Background: an optimization exercise with open tools, aiming at small area. Do not read the settings as production practice. The RTL was checked by simulation tests, not by an equivalence proof against the original design. Power is estimated from default activity; no workload was simulated.

==> design.v <==
module regfile_sb #(
  parameter int DW   = 64,
  parameter int NREG = 32,
  parameter int AW   = 5
) (
  input  logic            clk,
  input  logic            reset,
  input  logic            wen,
  input  logic [AW-1:0]   rD,
  input  logic [DW-1:0]   din,
  input  logic [2:0]      ppp,
  input  logic [AW-1:0]   rA,
  input  logic [AW-1:0]   rB,
  output logic [DW-1:0]   doutA,
  output logic [DW-1:0]   doutB,
  output logic            rdyA,
  output logic            rdyB,
  input  logic            iss_v,
  input  logic [AW-1:0]   iss_rd,
  input  logic            clr,
  output logic            clr_busy
);
  typedef enum logic {IDLE, CLEAR} state_t;
  state_t          state_q, state_d;
  logic [AW-1:0]   cnt_q;
  logic [DW-1:0]   rf [NREG];
  logic [NREG-1:0] busy_q, busy_d;
  logic [DW-1:0]   wmask;
  logic            idle;
  logic            wr;
  logic            hitA, hitB;
  function automatic logic [DW-1:0] mask_of(
    input logic [2:0] p
  );
    logic [DW-1:0] m;
    m = '0;
    case (p)
      3'b000: m = '1;
      3'b001: m[DW-1:DW/2] = '1;
      3'b010: m[DW/2-1:0] = '1;
      3'b011,
      3'b100: begin
        for (int k = 0; k < DW/8; k++)
          if (((k % 2) == 1) == p[2])
            m[DW-1-8*k -: 8] = 8'hFF;
      end
      default: m = '0;
    endcase
    mask_of = m;
  endfunction
  assign idle  = (state_q == IDLE);
  assign wr    = idle && wen && (rD != '0);
  assign wmask = mask_of(ppp);
  assign hitA  = idle && wen && (rD == rA);
  assign hitB  = idle && wen && (rD == rB);
  always_comb begin
    state_d      = state_q;
    clr_busy = 1'b0;
    unique case (state_q)
      IDLE: begin
        if (clr)
          state_d = CLEAR;
      end
      CLEAR: begin
        clr_busy = 1'b1;
        if (cnt_q == AW'(NREG-1))
          state_d = IDLE;
      end
      default: state_d = IDLE;
    endcase
  end
  always_ff @(posedge clk) begin
    if (reset) begin
      state_q <= IDLE;
      cnt_q   <= AW'(1);
    end else begin
      state_q <= state_d;
      if (idle)
        cnt_q <= AW'(1);
      else
        cnt_q <= cnt_q + AW'(1);
    end
  end
  always_ff @(posedge clk) begin
    if (reset) begin
      for (int i = 0; i < NREG; i++)
        rf[i] <= '0;
    end else if (wr) begin
      rf[rD] <= (rf[rD] & ~wmask)
                  | (din & wmask);
    end else if (!idle) begin
      rf[cnt_q] <= '0;
    end
  end
  always_comb begin
    busy_d = busy_q;
    if (wr)
      busy_d[rD] = 1'b0;
    if (iss_v && (iss_rd != '0))
      busy_d[iss_rd] = 1'b1;
    if (clr)
      busy_d = '0;
  end
  always_ff @(posedge clk) begin
    if (reset)
      busy_q <= '0;
    else if (idle)
      busy_q <= busy_d;
  end
  always_comb begin
    doutA = '0;
    doutB = '0;
    if (rA != '0)
      doutA = hitA
        ? (rf[rA] & ~wmask) | (din & wmask)
        : rf[rA];
    if (rB != '0)
      doutB = hitB
        ? (rf[rB] & ~wmask) | (din & wmask)
        : rf[rB];
    rdyA = idle && ((rA == '0)
             || !busy_q[rA] || hitA);
    rdyB = idle && ((rB == '0)
             || !busy_q[rB] || hitB);
  end
endmodule
==> run.sh <==
#!/bin/bash
# synth_recipe.tcl (not shown) runs the flow's synth.tcl, then flattens the netlist and writes it again
# the make line also repeats each setting of config.mk as NAME=value (left out here)
make -C /OpenROAD-flow-scripts/flow DESIGN_CONFIG=/design/flow/config.mk WORK_HOME=/design/flow/orfs CLKGATE_MAP_FILE= SYNTH_SCRIPT=/design/flow/synth_recipe.tcl finish
==> config.mk <==
export PLATFORM = sky130hd
export DESIGN_NAME = regfile_sb
export DESIGN_NICKNAME = regfile_sb
export VERILOG_FILES = /design/flow/design.v
export SDC_FILE = /design/flow/constraint.sdc
export NUM_CORES = 4
export LEC_CHECK = 0
export CAP_MARGIN = 20
export CORE_MARGIN = 2
export CORE_UTILIZATION = 40
export SETUP_SLACK_MARGIN = 0.6
export SLEW_MARGIN = 20
==> constraint.sdc <==
create_clock -name core_clock -period 6.5 [get_ports {clk}]
set_input_delay 1.3000 -clock core_clock [delete_from_list [all_inputs] [get_ports {clk}]]
set_output_delay 1.3000 -clock core_clock [all_outputs]
set_load 0.01 [all_outputs]
==> impl_metrics.ini, run 1 <==
[detailed_routing]
met1Wirelength_mm = 185
dr_wl_met2_mm = 242
routed_wl_mm = 584
wl_per_cell_um = 44.6
num_vias = 99400
drt_iter0_drc = 21000
dr.pass1.iters = 6
avgViaCountPerCell = 7.59
drtAntennaViolNets = 0
wl_met3_mm = 106
drc = 0
highest_layer = met5

[grt]
grt_pass1_wl_mm = 787
grt.overflow.total = 0
grt_antenna_before_repair = 56
first_global_vias = 94600
grt_max_degree = 109
track_usage_pct = 36.3

[worst_setup_path]
r2r_end = rf[14][6]
cp-startpoint = rA[0]
cp_cell_sequence = buf_12 -> buf_12 -> mux4_2 -> a22o_1 -> a221oi_4 -> o21ai_0 -> a21oi_4 -> clkdlybuf4s50_1
startpoint_type = input port
rrSetupSlack_ps = 2320
end_kind = primary output
critical_path_class = input port to primary output
cp_data_required_time_ps = 5200
cpMostUsedCell = buf_12
cp_slowest_cell = clkdlybuf4s50_1
reg2reg_depth = 6
critical_path.max_stage_delay_ps = 630
crit_arrival_ps = 4830
reg2reg_from = state_q
worst-path-max-fanout = 36

[min_path]
min_from = cnt_q[0]
hp-class = flop to flop
hold_end = cnt_q[0]
worstHoldPathCells = 1

[sta]
hold_violations = 0
min_period_ps = 6130
slew_viol_final = 0
slew_headroom_pct = 18.8
rsz0062_at_grt = yes
fin_ws_ps = 371
max_freq_mhz = 163
finalSetupTns_ps = 0
finClkSkew_ps = 83.3
layout_worst_path_cycle_share_pct = 94.3
setup_viol = 0
worstMarginPinSlew_ps = 1220

[cts]
path_clk_slew_ps = 60
tritoncts = yes
clkLatencyLatePin_ps = 1000
cts_sinks = 2086
cts-buffers-inserted = 233
cts-root-buf = clkbuf_16
cts_max_path_buffers = 4
htree_levels = 4

[logic_synthesis]
yosysSeqAreaShare_pct = 50.5
synthArstFlopShare_pct = 0
ys_warn_count = 1
syn_nets = 8837
ys_ff_latch = 2086
synth-main-ff-cell = edfxtp_1
synth_area_mm2 = 0.123
synth.distinct_cells = 71
syn_inst = 8734
avgSynthCellArea_um2 = 14.1
synth_enable_flop_cells = 2048

[layout]
seq_area_mm2 = 0.0623
drive_gt1_share_pct = 30.3
final_cells = 13100
nFillCells = 26600
area_delta_synth_final_pct = 14.8
multiInputGateArea_mm2 = 0.0580
nets = 8844
final_common_cell = edfxtp_1
mostFrequentLayoutCells = edfxtp_1 (2,048), nor2_1 (1,914), mux4_2 (1,578)

[pwr]
powerDensity_mw_per_mm2 = 253
irDropWorstVdd_mv = 0.262
p_leak_nw = 49.3
total_power_mw = 35.8

[die]
die_x_um = 559
ioPinCount = 223
rows = 203
coreArea_mm2 = 0.306
dieArea_mm2 = 0.313
start_util_pct = 40.3
die-height_um = 559

[run]
max_cap_violations = 0

[placement]
hpwl_mm = 345
dp.cells = 12600
gp_congestion = 0.950
port-buffer-count = 222
dp_slack_ps = -414

[outcome]
status = finished clean
repair_timing:
| action | in CTS | in global routing |
|---|---|---|
| gates cloned | 0 | 0 |
| hold buffers | 0 | 0 |
| endpoints found under the setup margin | 83 | 23 |
| setup buffers | 1 | 0 |
| pin swaps | 1 | 0 |
| resized for setup | 17 | 11 |
cell usage after synthesis (all sizes together) (10+ instances only):
cell type | count | share of area [%]
nand3b | 10 | 0.061
ha | 11 | 0.11
a21boi | 14 | 0.085
a211oi | 43 | 0.26
buf | 500 | 2.0
nor4 | 20 | 0.10
or4 | 17 | 0.10
nand2b | 27 | 0.14
inv | 26 | 0.079
a221o | 23 | 0.19
or3 | 26 | 0.13
o31ai | 38 | 0.28
mux2i | 94 | 0.76
nand2 | 319 | 0.99
edfxtp | 2048 | 50
mux2 | 30 | 0.27
o21bai | 10 | 0.061
and3 | 18 | 0.091
o211ai | 26 | 0.16
a21o | 35 | 0.21
o22ai | 124 | 0.63
nor2 | 1924 | 5.9
dfxtp | 38 | 0.62
mux4 | 1578 | 29
and2 | 12 | 0.061
o21ai | 101 | 0.41
a41o | 24 | 0.19
nor3 | 266 | 1.1
nor3b | 23 | 0.14
a22o | 68 | 0.48
nand3 | 82 | 0.33
nor2b | 61 | 0.31
a221oi | 38 | 0.27
clkbuf | 489 | 1.5
o221ai | 17 | 0.12
or2 | 11 | 0.056
a21oi | 96 | 0.39
a22oi | 366 | 2.2
xnor2 | 10 | 0.071
stage by stage:
| step | cell area, µm² | util (%) | hold WS, ps |
|---|---|---|---|
| 2_1_floorplan | 123000 | - | 407 |
| 3_3_place_gp | 133000 | 43.5 | 449 |
| 3_5_place_dp | 133000 | 43.6 | 453 |
| 4_1_cts | 141000 | 46.1 | 473 |
| 5_1_grt | 141000 | 46.2 | 506 |
| 6_report | 142000 | 46.2 | 479 |
how the worst max path moves through the flow:
stage,slack [ps],endpoint
floorplan,-620,rf[10][0]
global placement,-410,rdyA
detailed placement,-410,rdyA
CTS,540,rdyA
global route,510,doutB[1]
finish,370,rdyA
routing by layer:
layer  GRT usage (%)  vias up
li1                -    35100
met5           0.396        -
met3            15.9     2782
met4            25.5       45
met2            51.0    11300
met1            44.7    50100
where the power goes:
| group | switching, mW | internal (mW) |
|---|---|---|
| sequential | 0.400 | 15.3 |
| clock | 6.03 | 7.91 |
| combinational | 3.83 | 2.35 |
area by class of cell:
cell class,count,share of cell area [%]
Clock inverter,141,1.21
Sequential cell,2086,44.0
Inverter,26,0.0707
Multi-Input combinational cell,5633,41.0
Antenna cell,59,0.104
Timing Repair Buffer,761,5.75
Clock buffer,290,4.29
Tap cell,4100,3.62
flip-flops by register name, summed over array words and instances (netlist names):
name     cells
cnt_q        5
busy_q      32
state_q      1
rf        2048
worst max-delay path: cells and delay by family:
kind,cells,cell delay (ps)
muxes,1,590
buffers and inverters,3,1310
AOI/OAI and AO/OA,4,1480
cell families (layout without fill, tap and decap cells):
group | count (synthesis) | count (layout) | synth area share [%]
AO/OA/AOI/OAI | 1050 | 1050 | 6.15
multiplexers | 1702 | 1702 | 29.8
AND/OR/NAND/NOR | 2853 | 2853 | 9.72
adder cells (fa/ha/maj) | 11 | 11 | 0.112
other | 0 | 59 | 0
buffers and inverters | 1015 | 1218 | 3.57
XOR/XNOR | 17 | 17 | 0.121
flip-flops | 2086 | 2086 | 50.5
==> run 2, diff against run 1 <==
==> design.v (replaced) <==
module regfile_sb #(
  parameter int DW   = 64,
  parameter int NREG = 32,
  parameter int AW   = 5
) (
  input  logic            clk,
  input  logic            reset,
  input  logic            wen,
  input  logic [AW-1:0]   rD,
  input  logic [DW-1:0]   din,
  input  logic [2:0]      ppp,
  input  logic [AW-1:0]   rA,
  input  logic [AW-1:0]   rB,
  output logic [DW-1:0]   doutA,
  output logic [DW-1:0]   doutB,
  output logic            rdyA,
  output logic            rdyB,
  input  logic            iss_v,
  input  logic [AW-1:0]   iss_rd,
  input  logic            clr,
  output logic            clr_busy
);
  logic [AW-1:0]   cnt_q;
  logic [DW-1:0]   rf [1:NREG-1];
  logic [NREG-1:1] busy_q;
  logic            idle;
  logic [3:0]      mc;        
  logic [DW-1:0]   dcol;      
  logic            hitA, hitB;
  logic [3:0]      fwdA, fwdB;
  function automatic int cls(input int k);
    cls = ((k >= 4) ? 2 : 0) + (k % 2);
  endfunction
  assign idle     = (cnt_q == '0);
  assign clr_busy = !idle;
  always_comb begin
    case (ppp)
      3'd0:    mc = 4'b1111;
      3'd1:    mc = 4'b0011;    
      3'd2:    mc = 4'b1100;    
      3'd3:    mc = 4'b0101;    
      3'd4:    mc = 4'b1010;    
      default: mc = 4'b0000;
    endcase
  end
  assign dcol = din & {DW{idle && !reset}};
  always_ff @(posedge clk) begin
    if (reset)
      cnt_q <= '0;
    else if (!idle)
      cnt_q <= cnt_q + AW'(1);
    else if (clr)
      cnt_q <= AW'(1);
  end
  always_ff @(posedge clk) begin
    for (int i = 1; i < NREG; i++)
      for (int k = 0; k < DW/8; k++)
        if (reset || (cnt_q == AW'(i))
            || (idle && wen && (rD == AW'(i)) && mc[cls(k)]))
          rf[i][DW-1-8*k -: 8] <= dcol[DW-1-8*k -: 8];
  end
  always_ff @(posedge clk) begin
    for (int i = 1; i < NREG; i++) begin
      if (reset)
        busy_q[i] <= 1'b0;
      else if (idle) begin
        if (clr)
          busy_q[i] <= 1'b0;
        else if (iss_v && (iss_rd == AW'(i)))
          busy_q[i] <= 1'b1;
        else if (wen && (rD == AW'(i)))
          busy_q[i] <= 1'b0;
      end
    end
  end
  assign hitA = idle && wen && (rD == rA) && (rA != '0);
  assign hitB = idle && wen && (rD == rB) && (rB != '0);
  assign fwdA = mc & {4{hitA}};
  assign fwdB = mc & {4{hitB}};
  always_comb begin
    for (int k = 0; k < DW/8; k++) begin
      logic [7:0] a, b;
      a = fwdA[cls(k)] ? din[DW-1-8*k -: 8] : 8'h00;
      b = fwdB[cls(k)] ? din[DW-1-8*k -: 8] : 8'h00;
      for (int i = 1; i < NREG; i++) begin
        if ((rA == AW'(i)) && !fwdA[cls(k)])
          a = a | rf[i][DW-1-8*k -: 8];
        if ((rB == AW'(i)) && !fwdB[cls(k)])
          b = b | rf[i][DW-1-8*k -: 8];
      end
      doutA[DW-1-8*k -: 8] = a;
      doutB[DW-1-8*k -: 8] = b;
    end
  end
  always_comb begin
    rdyA = idle;
    rdyB = idle;
    for (int i = 1; i < NREG; i++) begin
      if ((rA == AW'(i)) && busy_q[i] && !hitA) rdyA = 1'b0;
      if ((rB == AW'(i)) && busy_q[i] && !hitB) rdyB = 1'b0;
    end
  end
endmodule
==> impl_metrics.ini, run 2 <==
[outcome]
status = finished clean

[detailed_routing]
avgViaCountPerCell = 7.95
dr.pass1.iters = 12
wl_per_cell_um = 54.3
num_vias = 84100
drt_iter0_drc = 19600
routed_wl_mm = 575
drc = 0
drtAntennaViolNets = 0

[sta]
slew_headroom_pct = 20.8
hold_violations = 0
max_freq_mhz = 163
setup_viol = 0
finClkSkew_ps = 69.7
layout_worst_path_cycle_share_pct = 94.5
slew_viol_final = 0
min_period_ps = 6140
worstMarginPinSlew_ps = 1190
fin_ws_ps = 356
finalSetupTns_ps = 0
rsz0062_at_grt = yes
whs_ps = 521

[logic_synthesis]
yosysMostFrequentCell = edfxtp_1
ys_ff_latch = 2020
yosysSeqAreaShare_pct = 65.7
yosys.area_share.simple_pct = 9.14
synthMuxAreaShare_pct = 4.90
synth.distinct_cells = 86
syn_inst = 6726
synth_xor_area_share_pct = 0.0954
ys_top_cells_by_area = edfxtp_1 (65%), a22oi_1 (9.1%), mux2i_1 (3.2%), a22o_1 (1.6%), nand4_1 (1.5%)
synth_area_mm2 = 0.0918
ys_warn_count = 2
synth_top_family_by_area = compound AO/OA/AOI/OAI gates
syn_nets = 6824
synth_largest_area_cell = edfxtp_1
synth_compound_area_share_pct = 17.3
yosys.area_share.adder_pct = 0.0818
avgSynthCellArea_um2 = 13.7
synthArstFlopShare_pct = 0
synth_common_cells = edfxtp_1 (1,984), a22oi_1 (1,118), nor2_1 (305)
synth_enable_flop_cells = 1984
yosysTopAreaCellShare_pct = 64.9
synth-main-ff-cell = edfxtp_1

[worst_setup_path]
cp_cell_sequence = buf_6 -> or3b_1 -> buf_4 -> nor2_4 -> buf_4 -> clkbuf_16 -> a2111oi_0 -> nand4_1 -> nor4_1 -> buf_4 -> nor2_1 -> clkdlybuf4s50_1
worst-path-max-fanout = 37
cp-startpoint = rB[2]
cp_data_required_time_ps = 5200
cpMostUsedCell = buf_4
reg2reg_from = cnt_q[0]
crit_arrival_ps = 4840
critical_path_class = input port to primary output
critical_path.max_stage_delay_ps = 650
cp_slowest_cell = a2111oi_0
end_kind = primary output
startpoint_type = input port

[cts]
cts_sinks = 2020
cts-buffers-inserted = 217
tritoncts = yes
holdBufCountCts = 0
clkLatencyLatePin_ps = 950
cts_max_path_buffers = 3
htree_levels = 4
cts-root-buf = clkbuf_16
path_clk_slew_ps = 60

[layout]
seq_area_mm2 = 0.0603
area_delta_synth_final_pct = 20.8
drive_gt1_share_pct = 19.4
largest-register = rf
multiInputGateArea_mm2 = 0.0304
final_cells = 10600
post-route-util_pct = 48.7
largest_reg_flops = 1984
mostFrequentLayoutCells = edfxtp_1 (1,984), a22oi_1 (1,118), buf_4 (595)
reg_top3 = rf: 1984 flops, busy_q: 31 flops, cnt_q: 5 flops
final_common_cell = edfxtp_1
nFillCells = 19800
nets = 7425

[min_path]
min_from = cnt_q[1]
hp-class = flop to flop

[placement]
port-buffer-count = 222
dp_slack_ps = 108
dp.cells = 10000
hpwl_mm = 367
gp_congestion = 1.05

[die]
coreArea_mm2 = 0.228
rows = 175
die-height_um = 483
die_x_um = 483
start_util_pct = 40.3
dieArea_mm2 = 0.233
ioPinCount = 223

[grt]
grt.overflow.total = 0
grt_max_degree = 68
grt_antenna_before_repair = 74
grt_pass1_wl_mm = 736
track_usage_pct = 47.4
first_global_vias = 76500

[pwr]
irDropWorstVdd_mv = 0.303
p_leak_nw = 39.3
powerDensity_mw_per_mm2 = 314

[run]
max_cap_violations = 0
==> run 2: changes by cell type after synthesis, moves of 103 or more <==
cell,delta
clkbuf_1,-200
a22o_1,+103
nor3_1,-184
a22oi_1,+752
and3_1,+176
mux2i_1,+202
nand4_1,+215
buf_2,-191
mux4_2,-1574
nor2_1,-1619
==> run 2: final cells by class <==
cell class              instances  share of cell area (%)
inverters                      15                  0.0507
diodes                         62                   0.140
multi-input cells            4134                    27.4
clock inverters               126                    1.42
flip-flops and latches       2020                    54.3
well taps                    3009                    3.39
clock buffers                 274                    5.11
repair buffers                939                    8.15
==> run 2: where the power goes <==
group,switching [mW],internal [mW]
clock network,5.67,7.21
logic,3.48,1.34
registers,0.917,16.2
==> run 2: timing repair <==
item	4_1_cts	5_1_grt
resized for setup	34	42
endpoints found under the setup margin	120	40
cloned	0	1
pin swaps	16	5
buffers inserted	55	10
==> run 2: cells by family after synthesis <==
kind of cell	Yosys count
compound gates	2144
mux	428
flops	2020
buf+inv	572
xor+xnor	10
simple gates	1546
fa+ha+maj	6
==> run 2: routing by layer <==
metal	track usage, %	routed length, µm	share of wire (%)	vias up
met5	0.408	601	0.10	-
met4	38.8	58500	10	56
met3	20.6	96900	17	2910
met2	64.1	226000	39	10200
met1	58.2	193000	34	41600
li1	-	-	-	29300
==> run 2: per-stage QoR <==
stage               area (µm²)  power [mW]
floorplan                91800        18.7
global placement        103000        21.7
detailed placement      103000        21.7
CTS                     110000        34.3
global route            111000        35.2
finish                  111000        34.8
==> run 2: final timing paths <==
kind / endpoint / slack (ps) / depth (start not counted)
worst max-delay path: doutB[41] / 360 / 12
worst min-delay path: cnt_q[1] / 520 / 2
worst max register to register: rf[11][46] / 2200 / 10
worst min register to register: cnt_q[1] / 520 / 2
==> run 2: critical path: cells and delay by family <==
kind / cells / cell delay, ps
compound gates: 1 / 650
buf+inv: 6 / 1690
simple gates: 5 / 1100

[afterwards: timing with drivers on the ports]
In the flow no input, the clock included, has a driving cell. The finished layouts below were timed again as built, in two steps.
Step 1 assumes that a clkbuf_16 drives the clock port and a buf_2 every other input.
Step 2, shift: input delay + t, output delay - t, t = (earliest + latest rising clock arrival at the registers) / 2. This alone moves slack from input paths to output paths.
Slacks: ideal / step 1 / step 2; pairs: ideal / step 1.
| run | t (ns) | setup slack, ns | worst slew at a driven data input, ns | pins driven straight from the clock port |
|---|---|---|---|---|
| run 1 | 1.070 | 0.371 / 0.243 / 0.243 | 0.25 | 1 |
| run 2 | 1.012 | 0.356 / 0.220 / 0.220 | 0.17 | 1 |
After both steps setup and hold are still met in every run listed. The setup slack of run 2, which loses most, moves by -0.136 ns with the drivers and by -0.136 ns with both steps.
